Background: an optimization exercise with open tools, aiming at small area. Do not read the settings as production practice. In this exercise RTL edits were held to simulation tests only and were not proved equivalent to the original. Power and IR drop assume default switching activity.

==> design.v <==
package regfile_pkg;
   localparam logic ENABLE    = 1'b1;
   localparam logic DISABLE   = 1'b0;
   localparam int   ZERO_ADDR = 0;
   function automatic integer ADDR_W(input integer nregs);
      if (nregs <= 1) ADDR_W = 1;
      else ADDR_W = $clog2(nregs);
   endfunction
endpackage
module regfile_scoreboard
#(
   parameter int NREGS    = 32,
   parameter int NRD      = 2,
   parameter int NWR      = 2,
   parameter int ZERO_REG = 1,
   localparam int AW      = regfile_pkg::ADDR_W(NREGS)
) (
   input  logic              clk,
   input  logic              rst,
   input  logic              flush,
   input  logic              rsv_en,
   input  logic [AW-1:0]     rsv_addr,
   input  logic [NWR-1:0]    clr_en,
   input  logic [NWR*AW-1:0] clr_addr,
   input  logic [NRD*AW-1:0] look_addr,
   output logic [NRD-1:0]    look_busy
);
   logic [NREGS-1:0] busy;
   logic [NREGS-1:0] busy_nxt;
   always_comb begin
      busy_nxt = busy;
      for (int w = 0; w < NWR; w++) begin
         if (clr_en[w]) begin
            busy_nxt[clr_addr[w*AW +: AW]] = regfile_pkg::DISABLE;
         end
      end
      if (rsv_en) begin
         busy_nxt[rsv_addr] = regfile_pkg::ENABLE;
      end
      if (ZERO_REG != 0) begin
         busy_nxt[regfile_pkg::ZERO_ADDR] = regfile_pkg::DISABLE;
      end
   end
   always_ff @(posedge clk) begin
      if (rst) begin
         busy <= '0;
      end else if (flush) begin
         busy <= '0;
      end else begin
         busy <= busy_nxt;
      end
   end
   always_comb begin
      look_busy = '0;
      for (int p = 0; p < NRD; p++) begin
         look_busy[p] = busy[look_addr[p*AW +: AW]];
      end
   end
endmodule
module regfile_mp
#(
   parameter int XLEN     = 32,
   parameter int NREGS    = 32,
   parameter int NRD      = 2,
   parameter int NWR      = 2,
   parameter int ZERO_REG = 1,
   parameter int BYPASS   = 1,
   localparam int AW      = regfile_pkg::ADDR_W(NREGS)
) (
   input  logic                clk,
   input  logic                rst,
   input  logic [NRD*AW-1:0]   rd_addr,
   output logic [NRD*XLEN-1:0] rd_data,
   output logic [NRD-1:0]      rd_busy,
   input  logic [NWR-1:0]      wr_en,
   input  logic [NWR*AW-1:0]   wr_addr,
   input  logic [NWR*XLEN-1:0] wr_data,
   input  logic                rsv_en,
   input  logic [AW-1:0]       rsv_addr,
   input  logic                flush,
   output logic                wr_conflict
);
   logic [XLEN-1:0] regs [NREGS];
   logic [AW-1:0]   wr_a [NWR];
   logic [XLEN-1:0] wr_d [NWR];
   logic [NWR-1:0]  wr_vld;
   logic [AW-1:0]   rd_a [NRD];
   logic [NRD-1:0]  byp_hit;
   logic [NRD-1:0]  rsv_hit;
   logic [NRD-1:0]  sb_busy;
   logic            rsv_vld;
   logic            conflict_c;
   for (genvar w = 0; w < NWR; w++) begin : g_wr
      assign wr_a[w]   = wr_addr[w*AW +: AW];
      assign wr_d[w]   = wr_data[w*XLEN +: XLEN];
      assign wr_vld[w] = wr_en[w] && !((ZERO_REG != 0) && (wr_a[w] == AW'(regfile_pkg::ZERO_ADDR)));
   end
   for (genvar p = 0; p < NRD; p++) begin : g_rd
      assign rd_a[p] = rd_addr[p*AW +: AW];
   end
   assign rsv_vld = rsv_en && !((ZERO_REG != 0) && (rsv_addr == AW'(regfile_pkg::ZERO_ADDR)));
   always_comb begin
      conflict_c = regfile_pkg::DISABLE;
      for (int i = 0; i < NWR; i++) begin
         for (int j = i + 1; j < NWR; j++) begin
            if (wr_vld[i] && wr_vld[j] && (wr_a[i] == wr_a[j])) begin
               conflict_c = regfile_pkg::ENABLE;
            end
         end
      end
   end
   always_ff @(posedge clk) begin
      if (rst) begin
         for (int r = 0; r < NREGS; r++) begin
            regs[r] <= '0;
         end
         wr_conflict <= regfile_pkg::DISABLE;
      end else begin
         for (int w = 0; w < NWR; w++) begin
            if (wr_vld[w]) begin
               regs[wr_a[w]] <= wr_d[w];
            end
         end
         wr_conflict <= conflict_c;
      end
   end
   always_comb begin
      rd_data = '0;
      byp_hit = '0;
      rsv_hit = '0;
      for (int p = 0; p < NRD; p++) begin
         rd_data[p*XLEN +: XLEN] = regs[rd_a[p]];
         if (BYPASS != 0) begin
            for (int w = 0; w < NWR; w++) begin
               if (wr_vld[w] && (wr_a[w] == rd_a[p])) begin
                  rd_data[p*XLEN +: XLEN] = wr_d[w];
                  byp_hit[p] = regfile_pkg::ENABLE;
               end
            end
         end
         if ((ZERO_REG != 0) && (rd_a[p] == AW'(regfile_pkg::ZERO_ADDR))) begin
            rd_data[p*XLEN +: XLEN] = '0;
         end
         rsv_hit[p] = rsv_vld && (rsv_addr == rd_a[p]);
      end
   end
   assign rd_busy = sb_busy & ~(byp_hit & ~rsv_hit);
   regfile_scoreboard #(
      .NREGS    (NREGS),
      .NRD      (NRD),
      .NWR      (NWR),
      .ZERO_REG (ZERO_REG)
   ) u_scoreboard (
      .clk       (clk),
      .rst       (rst),
      .flush     (flush),
      .rsv_en    (rsv_vld),
      .rsv_addr  (rsv_addr),
      .clr_en    (wr_vld),
      .clr_addr  (wr_addr),
      .look_addr (rd_addr),
      .look_busy (sb_busy)
   );
endmodule
==> run.sh <==
#!/bin/bash
# synth_recipe.tcl (not shown) runs the flow's synth.tcl, then flattens the netlist and writes it again
# the make line also repeats each setting of config.mk as NAME=value (left out here)
make -C /OpenROAD-flow-scripts/flow DESIGN_CONFIG=/design/flow/config.mk WORK_HOME=/design/flow/orfs CLKGATE_MAP_FILE= SYNTH_SCRIPT=/design/flow/synth_recipe.tcl finish
==> config.mk <==
export PLATFORM = sky130hd
export DESIGN_NAME = regfile_mp
export DESIGN_NICKNAME = regfile_mp
export VERILOG_FILES = /design/flow/design.v
export SDC_FILE = /design/flow/constraint.sdc
export NUM_CORES = 4
export LEC_CHECK = 0
export CAP_MARGIN = 20
export CORE_MARGIN = 2
export CORE_UTILIZATION = 30
export SLEW_MARGIN = 20
==> constraint.sdc <==
create_clock -name core_clock -period 7.5 [get_ports {clk}]
set_input_delay 1.5000 -clock core_clock [delete_from_list [all_inputs] [get_ports {clk}]]
set_output_delay 1.5000 -clock core_clock [all_outputs]
set_load 0.01 [all_outputs]
==> metrics.cfg <==
[routing]
initialDrtViolationCount=8105
vias=47900
antenna_left=0
viasPerCell=6.96
routed_wl_um=289000
drtPass1Iterations=8
remaining_drc_errors=0
wire_per_inst_um=42.0

[die]
die_area_um2=211000
die_x_um=460
initial_core_util_pct=30.1
core_area_um2=207000
die_h_um=460
num_rows=167
io_pins=162

[grt]
grt_use_met1_pct=30.7
grt_pass1_wl_um=391000
grt_use_total_pct=26.6
grt_use_met3_pct=8.98
grt_use_met2_pct=40.8
grt_overflow=0
top_usage_layer=met2
antenna_found_initial=21
grt_pass1_vias=46200
grt_max_degree=113

[yosys]
yosys.cell_types.count=55
syn_inst=4193
yosysSeqAreaShare_pct=50.4
syn_area_um2=62300
yosysTopAreaCell=edfxtp_1
yosysWarnings=5
syn_nets=4303
ys_ff_latch=1056
synth_top_area_share_pct=49.4
async_reset_ff_share_pct=0
synth_area_leaders=edfxtp_1, mux4_2, a22o_1
synth_area_per_cell_um2=14.9
synth_edf_count=1024
ys.flop_type=edfxtp_1

[clock_tree]
tritoncts=yes
clk_latency_ns=0.75
cts_inserted_buffers=108
cts-htree-levels=3
clk_pin_slew_ns=0.07
cts_setup_buffers=0
cts_sinks=1056
clockBufferDepth=3
post_cts_resized=0
hold_buffers=0
cts_root_buf=clkbuf_16

[pwr]
power_density_nw_per_um2=212
leakage_nw=22.8
irDropWorstVdd_v=0.000193

[job]
maxCapViolations=0

[sta]
max_freq_mhz=141
setup_tns_ns=0
skew_ns=0
slew_violations=0
layout_min_cycle_time_ns=7.08
hold_viol=0
slew_headroom_pct=19.1
rsz0062_at_grt=false
setup_viol=0
min_period_over_period_pct=94.5
worstMarginPinSlew_ns=1.20

[setup_path]
crit_fanout=30
required_ns=6.00
worstSetupStartpointType=input port
crit_arrival_ns=5.58
crit_path_end_kind=output pin
crit_type=input port to output pin

[cells_and_area]
drive_above_1_share_pct=28.2
syn_to_final_growth_pct=13.7
seqCellArea_um2=31400
nets=4184
finalNonFillerCells=6881
final_cell_mix=a22o_1, edfxtp_1, mux4_2
multi_input_area_um2=28600
n_fill_cell=19500

[run_status]
run_status=no timing/DRC/antenna violations

[placement]
dpl.hpwl_um=178000
io_buffers=161
gp_routability_congestion=0.983
placed_cells=6668

[worst_hold_path]
hold_class=flop to flop

==> area by class of cell <==
class	count	share of cell area, %
flip-flops and latches	1056	44.3
clock inverters	64	0.855
diodes	11	0.0389
repair buffers	435	5.52
inverters	21	0.120
well taps	2704	4.78
multi-input cells	2452	40.3
clock buffers	138	4.05
==> sequential cells by signal, indices dropped and copies added (netlist names) <==
name	flops
regs	1024
wr_conflict	1
u_scoreboard.busy	31
==> final timing paths <==
path / startpoint / end / slack (ns) / depth (start not counted)
worst min register to register: u_scoreboard.busy[15] / u_scoreboard.busy[15] / 0.50 / 2
worst min-delay path: u_scoreboard.busy[15] / u_scoreboard.busy[15] / 0.50 / 2
worst max-delay path: wr_addr[4] / rd_data[31] / 0.42 / 9
worst max register to register: u_scoreboard.busy[16] / u_scoreboard.busy[16] / 6.59 / 2
==> stage by stage <==
stage / util [%] / area, um2 / hold slack, ns / setup slack, ns / total power, mW
floorplan: - / 62300 / 0.460 / 2.05 / 8.39
global placement: 32.6 / 67300 / 0.490 / 0.590 / 9.47
detailed placement: 32.6 / 67300 / 0.487 / 0.538 / 9.51
CTS: 34.3 / 70800 / 0.500 / 0.534 / 14.9
global route: 34.3 / 70800 / 0.534 / 0.356 / 15.3
finish: 34.3 / 70800 / 0.499 / 0.415 / 15.0
==> power breakdown <==
part | internal (mW) | total, mW | switching (mW)
logic | 0.969 | 2.51 | 1.54
registers | 6.81 | 6.97 | 0.165
clock network | 3.04 | 5.55 | 2.51
total | 10.8 | 15.0 | 4.22
==> logic make-up (layout without fill, tap and decap cells) <==
logic type,Yosys count,in the layout,synth area share [%]
AOI/OAI and AO/OA,1320,1320,17.8
DFF,1056,1056,50.4
buffers and inverters,685,658,4.61
muxes,677,677,23.1
and+or+nand+nor,397,397,3.17
xor gates and xnor gates,43,43,0.605
adders and majority gates,15,15,0.301
other,0,11,0
==> per-layer routing <==
layer | up-vias | part of all wire, %
met5 | - | 0.045
met4 | 20 | 9.3
met3 | 1221 | 14
met2 | 4523 | 45
met1 | 24500 | 32
li1 | 17600 | -
==> cell usage after synthesis (15+ instances only) <==
| library cell | n |
|---|---|
| a22o_1 | 1024 |
| edfxtp_1 | 1024 |
| mux4_2 | 608 |
| clkbuf_1 | 449 |
| a22oi_1 | 123 |
| nor2_1 | 110 |
| buf_2 | 99 |
| buf_1 | 82 |
| nand2_1 | 81 |
| mux2i_1 | 61 |
| nor3_1 | 51 |
| or3_1 | 37 |
| nand3_1 | 35 |
| dfxtp_1 | 32 |
| a21oi_1 | 26 |
| o21ai_0 | 25 |
| a32oi_1 | 24 |
| xnor2_1 | 24 |
| a221oi_1 | 22 |
| nand2b_1 | 22 |
| o21ai_1 | 22 |
| buf_4 | 21 |
| xor2_1 | 19 |
| inv_1 | 16 |
| ha_1 | 15 |
==> worst max-delay path: stages <==
cell and delay [ns]:
clkdlybuf4s50_1 0.74, clkinv_1 0.31, ha_1 0.29, nand2b_1 0.21, nor3_2 0.28, nor2b_4 0.90
a22oi_1 0.15, o21ai_0 0.53, clkdlybuf4s50_1 0.66

## separate check: timing with driven ports
How much do the figures lean on ideal ports? The routed layout below was timed once more, with nothing changed but the port constraints. Step 1 sets driving cells, clkbuf_16 on the clock port and buf_2 on the other inputs (assumed; they add their load-dependent delay and slew). Step 2, shift: input delay + t, output delay - t, t = (earliest + latest rising clock arrival at the registers) / 2. This alone moves slack from input paths to output paths. Slacks: no drivers / after step 1 / after step 2; pairs: no drivers / after step 1.
shift t [ns]: 0.831
setup slack, ns: 0.415 / 0.389 / 0.389
worst register clock-pin slew, ns: 0.08 / 0.08
worst data-port slew with drivers (ns): 0.21
After both steps this run still meets setup and hold. For this run, drivers alone change the setup slack by -0.026 ns; drivers and shift together by -0.026 ns.
